This design comes from an exercise in tuning for small area, a short achievable clock period and few clock cycles per item on the open sky130 flow, not from production work.
In this exercise RTL edits were held to simulation tests only and were not proved equivalent to the original.
Power figures rest on the tool's default switching activity, not on a simulated workload.

`flow/design.v`:
```
`timescale 1ns/100ps
package pool_pkg;
	typedef logic [16-1:0] word_t;
	typedef logic [16*16-1:0] atom_t;
	typedef logic [16+4-1:0] sum_t;
	typedef enum logic {
		POOL_MAX = 1'b0,	 
		POOL_AVE = 1'b1	 
	} pool_op_e;
	typedef struct packed {
		pool_op_e    op;
		logic [2:0]  win_shift;	 
		logic [15:0] n_windows;	 
	} pool_cfg_t;
endpackage
`timescale 1ns/100ps
module credit_fifo #(
	parameter int W     = 16,	 
	parameter int DEPTH = 4	 
) (
	input  logic clk,
	input  logic rst,
	input  logic i_valid,	 
	input  logic [W-1:0] i_data,
	output logic o_ready,	 
	output logic o_valid,	 
	output logic [W-1:0] o_data,
	input  logic i_ready	 
);
	localparam int PTR_W = (DEPTH > 1) ? $clog2(DEPTH) : 1;
	localparam int CNT_W = $clog2(DEPTH + 1);
	logic [W-1:0]     mem [DEPTH];	 
	logic [PTR_W-1:0] wr_ptr;
	logic [PTR_W-1:0] rd_ptr;
	logic [CNT_W-1:0] count;	 
	logic             wr_en;
	logic             rd_en;
	function automatic logic [PTR_W-1:0] ptr_inc(input logic [PTR_W-1:0] p);
		ptr_inc = (p == PTR_W'(DEPTH - 1)) ? '0 : p + 1'b1;
	endfunction
	assign o_ready = (count != CNT_W'(DEPTH));
	assign o_valid = (count != '0);
	assign o_data  = mem[rd_ptr];	 
	assign wr_en   = i_valid && o_ready;
	assign rd_en   = o_valid && i_ready;	 
	always_ff @(posedge clk) begin
		if (wr_en) begin
			mem[wr_ptr] <= i_data;
		end
	end
	always_ff @(posedge clk or posedge rst) begin
		if (rst) begin
			wr_ptr <= '0;
			rd_ptr <= '0;
			count  <= '0;
		end else begin
			if (wr_en) begin
				wr_ptr <= ptr_inc(wr_ptr);
			end
			if (rd_en) begin
				rd_ptr <= ptr_inc(rd_ptr);
			end
			case ({wr_en, rd_en})
				2'b10:   count <= count + 1'b1;
				2'b01:   count <= count - 1'b1;
				default: ;	 
			endcase
		end
	end
endmodule
`timescale 1ns/100ps
module atom_deserializer (
	input  logic            clk,
	input  logic            rst,
	input  logic            i_valid,	 
	input  pool_pkg::word_t i_data,
	output logic            o_ready,
	output logic            o_valid,	 
	output pool_pkg::atom_t o_atom,
	input  logic            i_ready	 
);
	localparam int CNT_W = $clog2(16);
	logic [CNT_W-1:0] word_cnt;	 
	logic             full_q;	 
	logic             take;
	pool_pkg::atom_t  atom_q;	 
	assign o_ready = !full_q;	 
	assign o_valid = full_q;
	assign o_atom  = atom_q;
	assign take    = i_valid && o_ready;
	always_ff @(posedge clk) begin
		if (take) begin
			atom_q <= {i_data, atom_q[16*16-1:16]};
		end
	end
	always_ff @(posedge clk or posedge rst) begin
		if (rst) begin
			word_cnt <= '0;
			full_q   <= 1'b0;
		end else if (take) begin
			if (word_cnt == CNT_W'(16 - 1)) begin
				word_cnt <= '0;
				full_q   <= 1'b1;	 
			end else begin
				word_cnt <= word_cnt + 1'b1;
			end
		end else if (full_q && i_ready) begin
			full_q <= 1'b0;	 
		end
	end
endmodule
`timescale 1ns/100ps
module pool_lane_array (
	input  logic                clk,
	input  logic                rst,
	input  pool_pkg::pool_cfg_t i_cfg,	 
	input  logic                i_busy,	 
	input  logic                i_valid,	 
	input  pool_pkg::atom_t     i_atom,
	output logic                o_ready,
	output logic                o_valid,	 
	output pool_pkg::atom_t     o_atom,
	input  logic                i_ready
);
	localparam int CNT_W = 4 + 1;
	logic [CNT_W-1:0] win_cnt;	 
	logic [CNT_W-1:0] win_last_idx;
	logic             win_first;
	logic             win_last;
	logic             is_max;
	logic             take;
	assign win_last_idx = (CNT_W'(1) << i_cfg.win_shift) - 1'b1;
	assign win_first    = (win_cnt == '0);
	assign win_last     = (win_cnt == win_last_idx);
	assign is_max       = (i_cfg.op == pool_pkg::POOL_MAX);
	assign o_ready      = i_busy && (!win_last || !o_valid || i_ready);
	assign take         = i_valid && o_ready;
	for (genvar g = 0; g < 16; g++) begin : g_lane
		pool_pkg::sum_t in_ext;	 
		pool_pkg::sum_t acc_next;
		pool_pkg::sum_t acc_shr;	 
		pool_pkg::sum_t acc_q;	 
		pool_pkg::word_t res_q;	 
		assign in_ext  = pool_pkg::sum_t'(i_atom[g*16 +: 16]);
		assign acc_shr = acc_next >> i_cfg.win_shift;
		always_comb begin
			if (win_first) begin
				acc_next = in_ext;	 
			end else if (is_max) begin
				acc_next = (in_ext > acc_q) ? in_ext : acc_q;
			end else begin
				acc_next = acc_q + in_ext;	 
			end
		end
		always_ff @(posedge clk) begin
			if (take) begin
				acc_q <= acc_next;
				if (win_last) begin
					res_q <= is_max ? acc_next[16-1:0] : acc_shr[16-1:0];
				end
			end
		end
		assign o_atom[g*16 +: 16] = res_q;	 
	end
	always_ff @(posedge clk or posedge rst) begin
		if (rst) begin
			win_cnt <= '0;
			o_valid <= 1'b0;
		end else begin
			if (take) begin
				win_cnt <= win_last ? '0 : win_cnt + 1'b1;
			end
			if (take && win_last) begin
				o_valid <= 1'b1;	 
			end else if (i_ready) begin
				o_valid <= 1'b0;
			end
		end
	end
endmodule
`timescale 1ns/100ps
module atom_serializer (
	input  logic            clk,
	input  logic            rst,
	input  logic            i_valid,	 
	input  pool_pkg::atom_t i_atom,
	output logic            o_ready,
	output logic            o_out_valid,	 
	output pool_pkg::word_t o_out_data,
	input  logic            i_out_credit,	 
	output logic            o_atom_sent	 
);
	localparam int CRD_W = $clog2(4 + 1);
	localparam int IDX_W = $clog2(16);
	logic [CRD_W-1:0] credits;	 
	logic [IDX_W-1:0] word_idx;	 
	logic             busy_q;	 
	logic             send;
	logic             last_word;
	logic             take;
	pool_pkg::atom_t  atom_q;
	assign send      = busy_q && (credits != '0);
	assign last_word = (word_idx == IDX_W'(16 - 1));
	assign o_ready   = !busy_q || (send && last_word);	 
	assign take      = i_valid && o_ready;
	always_ff @(posedge clk) begin
		if (take) begin
			atom_q <= i_atom;
		end
		if (send) begin
			o_out_data <= atom_q[word_idx*16 +: 16];
		end
	end
	always_ff @(posedge clk or posedge rst) begin
		if (rst) begin
			credits     <= CRD_W'(4);
			word_idx    <= '0;
			busy_q      <= 1'b0;
			o_out_valid <= 1'b0;
			o_atom_sent <= 1'b0;
		end else begin
			o_out_valid <= send;
			o_atom_sent <= send && last_word;
			case ({i_out_credit, send})	 
				2'b10:   credits <= credits + 1'b1;
				2'b01:   credits <= credits - 1'b1;
				default: ;
			endcase
			if (send) begin
				word_idx <= last_word ? '0 : word_idx + 1'b1;
			end
			if (take) begin
				busy_q <= 1'b1;
			end else if (send && last_word) begin
				busy_q <= 1'b0;
			end
		end
	end
endmodule
`timescale 1ns/100ps
module pool_ctrl (
	input  logic                clk,
	input  logic                rst,
	input  logic                i_start,	 
	input  pool_pkg::pool_cfg_t i_cfg,
	input  logic                i_atom_sent,	 
	output pool_pkg::pool_cfg_t o_cfg,	 
	output logic                o_busy,
	output logic                o_done	 
);
	logic [15:0] win_done;	 
	always_ff @(posedge clk or posedge rst) begin
		if (rst) begin
			o_cfg    <= '0;
			o_busy   <= 1'b0;
			o_done   <= 1'b0;
			win_done <= '0;
		end else begin
			o_done <= 1'b0;
			if (i_start && !o_busy) begin
				o_cfg    <= i_cfg;
				o_busy   <= 1'b1;
				win_done <= '0;
			end else if (o_busy && i_atom_sent) begin
				if (win_done == o_cfg.n_windows - 16'd1) begin
					o_busy   <= 1'b0;	 
					o_done   <= 1'b1;
					win_done <= '0;
				end else begin
					win_done <= win_done + 16'd1;
				end
			end
		end
	end
endmodule
`timescale 1ns/100ps
module pool_engine (
	input  logic                clk,
	input  logic                rst,
	input  logic                i_start,
	input  logic [19:0]         i_cfg,	 
	input  logic                i_in_valid,	 
	input  logic [15:0]         i_in_data,
	output logic                o_in_credit,	 
	output logic                o_out_valid,	 
	output logic [15:0]         o_out_data,
	input  logic                i_out_credit,
	output logic                o_busy,
	output logic                o_done
);
	logic                in_valid;	 
	pool_pkg::word_t     in_word;
	logic                deser_ready;
	logic                atom_valid;	 
	pool_pkg::atom_t     atom;
	logic                lane_ready;
	logic                res_valid;	 
	pool_pkg::atom_t     res_atom;
	logic                res_ready;
	logic                out_valid;	 
	pool_pkg::atom_t     out_atom;
	logic                ser_ready;
	logic                atom_sent;
	pool_pkg::pool_cfg_t cfg;
	assign o_in_credit = in_valid && deser_ready;	 
	credit_fifo #(.W(16), .DEPTH(4)) u_in_fifo (
		.clk(clk), .rst(rst),
		.i_valid(i_in_valid), .i_data(i_in_data), .o_ready(),
		.o_valid(in_valid), .o_data(in_word), .i_ready(deser_ready)
	);
	atom_deserializer u_deser (
		.clk(clk), .rst(rst),
		.i_valid(in_valid), .i_data(in_word), .o_ready(deser_ready),
		.o_valid(atom_valid), .o_atom(atom), .i_ready(lane_ready)
	);
	pool_lane_array u_lanes (
		.clk(clk), .rst(rst), .i_cfg(cfg), .i_busy(o_busy),
		.i_valid(atom_valid), .i_atom(atom), .o_ready(lane_ready),
		.o_valid(res_valid), .o_atom(res_atom), .i_ready(res_ready)
	);
	credit_fifo #(.W(16*16), .DEPTH(2)) u_res_fifo (
		.clk(clk), .rst(rst),
		.i_valid(res_valid), .i_data(res_atom), .o_ready(res_ready),
		.o_valid(out_valid), .o_data(out_atom), .i_ready(ser_ready)
	);
	atom_serializer u_ser (
		.clk(clk), .rst(rst),
		.i_valid(out_valid), .i_atom(out_atom), .o_ready(ser_ready),
		.o_out_valid(o_out_valid), .o_out_data(o_out_data),
		.i_out_credit(i_out_credit), .o_atom_sent(atom_sent)
	);
	pool_ctrl u_ctrl (
		.clk(clk), .rst(rst), .i_start(i_start), .i_cfg(i_cfg),
		.i_atom_sent(atom_sent), .o_cfg(cfg), .o_busy(o_busy), .o_done(o_done)
	);
endmodule
```
`flow/run.sh`:
```
#!/bin/bash
# synth_recipe.tcl (not shown) runs the flow's synth.tcl, then flattens the netlist and writes it again
# the make line also repeats each setting of config.mk as NAME=value (left out here)
make -C /OpenROAD-flow-scripts/flow DESIGN_CONFIG=/design/flow/config.mk WORK_HOME=/design/flow/orfs CLKGATE_MAP_FILE= SYNTH_SCRIPT=/design/flow/synth_recipe.tcl finish
```
`flow/config.mk`:
```
export PLATFORM = sky130hd
export DESIGN_NAME = pool_engine
export DESIGN_NICKNAME = pool_engine
export VERILOG_FILES = /design/flow/design.v
export SDC_FILE = /design/flow/constraint.sdc
export NUM_CORES = 4
export LEC_CHECK = 0
export CAP_MARGIN = 20
export CORE_MARGIN = 2
export CORE_UTILIZATION = 40
export SLEW_MARGIN = 20
```
`flow/constraint.sdc`:
```
create_clock -name core_clock -period 6.0 [get_ports {clk}]
set_input_delay 1.2000 -clock core_clock [delete_from_list [all_inputs] [get_ports {clk}]]
set_output_delay 1.2000 -clock core_clock [all_outputs]
set_load 0.01 [all_outputs]
```
==> impl_metrics.env <==
export IMPL_synthesis_area_per_instance_um2=11.4
export IMPL_fin_util_pct=44.7
export IMPL_grt_start_max_net_pins=135
export IMPL_worstSetupPathType="reg2reg"
export IMPL_mostFrequentLayoutCell="edfxtp_1"
export IMPL_synth_fa_ha_area_share_pct=6.85
export IMPL_num_vias=78100
export IMPL_r2r_start="u_deser.atom_q[95]"
export IMPL_hold_viol=0
export IMPL_fmax_mhz=197
export IMPL_slew_headroom_pct=16.6
export IMPL_synth_top_family_by_area="compound AO/OA/AOI/OAI gates"
export IMPL_slew_viol_final=0
export IMPL_area_delta_synth_final_pct=11.5
export IMPL_die_area_um2=258000
export IMPL_synth_xor_area_share_pct=1.77
export IMPL_drc=0
export IMPL_grt_usage_pct=26.7
export IMPL_reg2reg_slack_ns=0.93
export IMPL_p_sw_uw=24200
export IMPL_wl_met2_mm=157
export IMPL_r2r_worst_path_cells=11
export IMPL_nNetsFinal=9425
export IMPL_clock_sinks=1750
export IMPL_ys_seq_elements=1750
export IMPL_clkTransAtPathRegs_ns=0.06
export IMPL_post_cts_buffers=0
export IMPL_rsz0062_at_grt="no"
export IMPL_wirelength_met1_mm=150
export IMPL_end_kind="register"
export IMPL_async_reset_ff_share_pct=4.00
export IMPL_viasPerCell=6.31
export IMPL_powerDensity_nw_per_um2=505
export IMPL_crit_start="u_deser.atom_q[95]"
export IMPL_yosys_area_top_type_share_pct=49.7
export IMPL_synth_area_um2=102000
export IMPL_synth_area_mux_share_pct=8.90
export IMPL_combinationalPowerShare_pct=44.2
export IMPL_synth_top_flop_cell="edfxtp_1"
export IMPL_required_ns=6.59
export IMPL_ys_warnings_count=6
export IMPL_dp_cells=12000
export IMPL_fin_worst_skew_ns=0.0465
export IMPL_io_pins=61
export IMPL_p_sw_share_pct=42.3
export IMPL_ant_nets=0
export IMPL_p_clk_share_pct=21.6
export IMPL_period_share_pct=84.4
export IMPL_vdd_drop_max_mv=0.284
export IMPL_cts_tree="built"
export IMPL_grt_first_pass_wirelength_mm=513
export IMPL_synth_area_leaders="edfxtp_1, ha_1, mux2_2"
export IMPL_drive_above_1_share_pct=12.7
export IMPL_endpoint="u_lanes.g_lane[5].res_q[2]"
export IMPL_wl_per_cell_um=28.6
export IMPL_cts_resized=0
export IMPL_cts_root_buf="clkbuf_16"
export IMPL_ys_types=103
export IMPL_arrival_ns=5.65
export IMPL_status="finished clean"
export IMPL_layout_common_cells="edfxtp_1, inv_1, nor2_1"
export IMPL_p_seq_share_pct=34.3
export IMPL_final_cells=12400
export IMPL_timing_rr_end="u_lanes.g_lane[5].res_q[2]"
export IMPL_place_port_buffers=60
export IMPL_insertion_delay_ns=0.88
export IMPL_hold_buffers=0
export IMPL_syn_nets=9471
export IMPL_synth_compound_area_share_pct=16.2
export IMPL_start_util_pct=40.1
export IMPL_worstHoldStart="u_lanes.g_lane[8].res_q[5]"
export IMPL_cts_buffer_depth=3
export IMPL_drtIter0Drc=10600
export IMPL_synth_simple_area_share_pct=10.5
export IMPL_synth_top_cell_by_area="edfxtp_1"
export IMPL_synth_edf_count=1680
export IMPL_start_kind="register"
export IMPL_p_int_uw=33000
export IMPL_hold_ws_ns=0.432
export IMPL_crit_path_max_fanout=16
export IMPL_grt_antenna_before_repair=17
export IMPL_tightest_slew_ns=1.25
export IMPL_seq_area_frac_synth_pct=51.4
export IMPL_fp_dieH_um=508
export IMPL_first_global_vias=73800
export IMPL_synthCells=8885
export IMPL_fp_row_count=185
export IMPL_finalWeightedCongestion=0.962
export IMPL_max_cap_violations=0
export IMPL_met3_length_mm=33.7
export IMPL_top_layer="met5"
export IMPL_htreeDepth=4
export IMPL_numCtsBuffers=190
export IMPL_setup_viol=0
export IMPL_drt_wl_total_mm=355
export IMPL_power_leakage_uw=0.0411
export IMPL_hold_class="reg2reg"
export IMPL_first_pass_iters=8
export IMPL_die_x_um=508
export IMPL_post_route_min_period_ns=5.07
export IMPL_post_dp_hpwl_mm=249
export IMPL_core_area_um2=253000
export IMPL_gr_total_overflow=0
[cells in the mapped netlist, types with 47 or more instances]
library cell,instances
and2_1,47
nand3_1,139
nor4_1,72
a22oi_1,72
nand4_1,90
inv_1,655
nor2_1,577
mux2_2,335
a211oi_1,109
and3_1,57
o221ai_1,96
mux4_2,133
a221o_1,75
o211ai_1,115
edfxtp_1,1680
a21oi_1,524
nor3_1,222
or3_1,55
buf_1,64
a221oi_1,80
ha_1,527
o21ai_0,333
xnor2_1,142
nor2b_1,100
xor2_1,63
o31ai_1,74
o22ai_1,123
dfrtp_1,69
a21o_1,65
mux2i_1,227
o2111ai_1,51
a31oi_1,76
nand2b_1,109
nand2_1,548
clkbuf_1,407
[worst max-delay path: stages (launching register included)]
cell and delay, ns:
edfxtp_1 0.46, ha_1 0.53, nand4_1 0.23, or4_1 0.57, a21oi_1 0.30, o31a_1 0.85, a21oi_1 0.46, o21ai_0 0.57
mux2i_1 0.19, mux4_2 0.48, nand2_1 0.07, o21ai_0 0.09
[power by group through the flow]
stage / clock network [uW] / logic, uW / registers, uW
finish: 12300 / 25300 / 19600
global placement: 0 / 24400 / 19800
CTS: 12500 / 24700 / 19600
global route: 12900 / 27200 / 19800
floorplan: 0 / 17300 / 18100
detailed placement: 0 / 24500 / 19800
[metal layers]
metal  vias to the layer above  global-route usage, %
met5                         -                      0
met4                        10                   9.70
met3                       727                   4.97
met2                      4316                   40.9
met1                     39000                   37.8
li1                      34100                      -
[cells by family after synthesis]
| family | Yosys count |
|---|---|
| compound gates | 2346 |
| mux | 695 |
| simple gates | 2187 |
| xor+xnor | 205 |
| fa+ha+maj | 545 |
| buf+inv | 1157 |
| flops | 1750 |
[sequential cells by signal, summed over array words and instances (netlist names), 2 cells and up]
| register | flops |
|---|---|
| u_lanes.win_cnt | 5 |
| u_res_fifo.count | 2 |
| u_in_fifo.rd_ptr | 2 |
| u_lanes.g_lane.acc_q | 320 |
| u_in_fifo.wr_ptr | 2 |
| u_lanes.g_lane.res_q | 256 |
| u_deser.word_cnt | 4 |
| u_res_fifo.mem | 512 |
| u_ctrl.win_done | 16 |
| u_ser.credits | 3 |
| u_deser.atom_q | 256 |
| u_ser.word_idx | 4 |
| u_ser.o_out_data | 16 |
| u_in_fifo.mem | 64 |
| u_in_fifo.count | 3 |
| u_ser.atom_q | 256 |
| u_ctrl.o_cfg | 20 |
[worst min path at each step]
stage                                        end  slack (ns)  depth (start not counted)
after floorplan             u_res_fifo.mem[0][0]        0.42                          0
after global placement    u_res_fifo.mem[0][243]        0.42                          0
after detailed placement  u_res_fifo.mem[0][218]        0.43                          0
after CTS                 u_res_fifo.mem[1][133]        0.42                          0
after global routing      u_res_fifo.mem[1][133]        0.43                          0
final                     u_res_fifo.mem[0][133]        0.43                          0
[final cells by class]
type                    count  area, um2
fillers                 23000     140000
flip-flops and latches   1750      52200
multi-input cells        5978      45300
clock buffers             215       4870
well taps                3366       4210
repair buffers            260       2510
inverters                 659       2510
clock inverters           142       1680
diodes                     10       25.0
[stage by stage]
step | worst slack (ns) | cell area (um2) | setup TNS [ns] | total power, uW
6_report | 0.934 | 113000 | 0 | 57200
5_1_grt | 0.657 | 113000 | 0 | 59900
4_1_cts | 1.08 | 113000 | 0 | 56800
3_5_place_dp | 1.06 | 107000 | 0 | 44300
3_3_place_gp | 1.10 | 107000 | 0 | 44200
2_1_floorplan | -1.92 | 102000 | -986.57 | 35400
Testbench counts, summed over its fixed seeds: cycles 45,927, words 40,688.

## afterwards: timing with drivers on the ports
In the flow no input, the clock included, has a driving cell. The finished layout below was timed again as built, in two steps.
Step 1: set_driving_cell puts a clkbuf_16 on clk and a buf_2 on each other input, an assumption about the parent block.
Step 2 adds t to the input delays and takes it off the output delays; t is the mean of the earliest and latest rising clock arrival at the registers after step 1. Input paths then give back, and output paths get back, about the clock's delay inside the block.
a / b / c = ideal / step 1 / step 2; a / b = the first two.
t (ns): 0.947
setup WS [ns]: 0.934 / 0.934 / 0.934
worst setup path after step 2: register to register
worst register clock-pin slew, ns: 0.08 / 0.08
cell pins on the clock port's net: 1
After both steps this run still meets setup and hold. For this run, drivers alone change the setup slack by 0.000 ns; drivers and shift together by 0.000 ns.
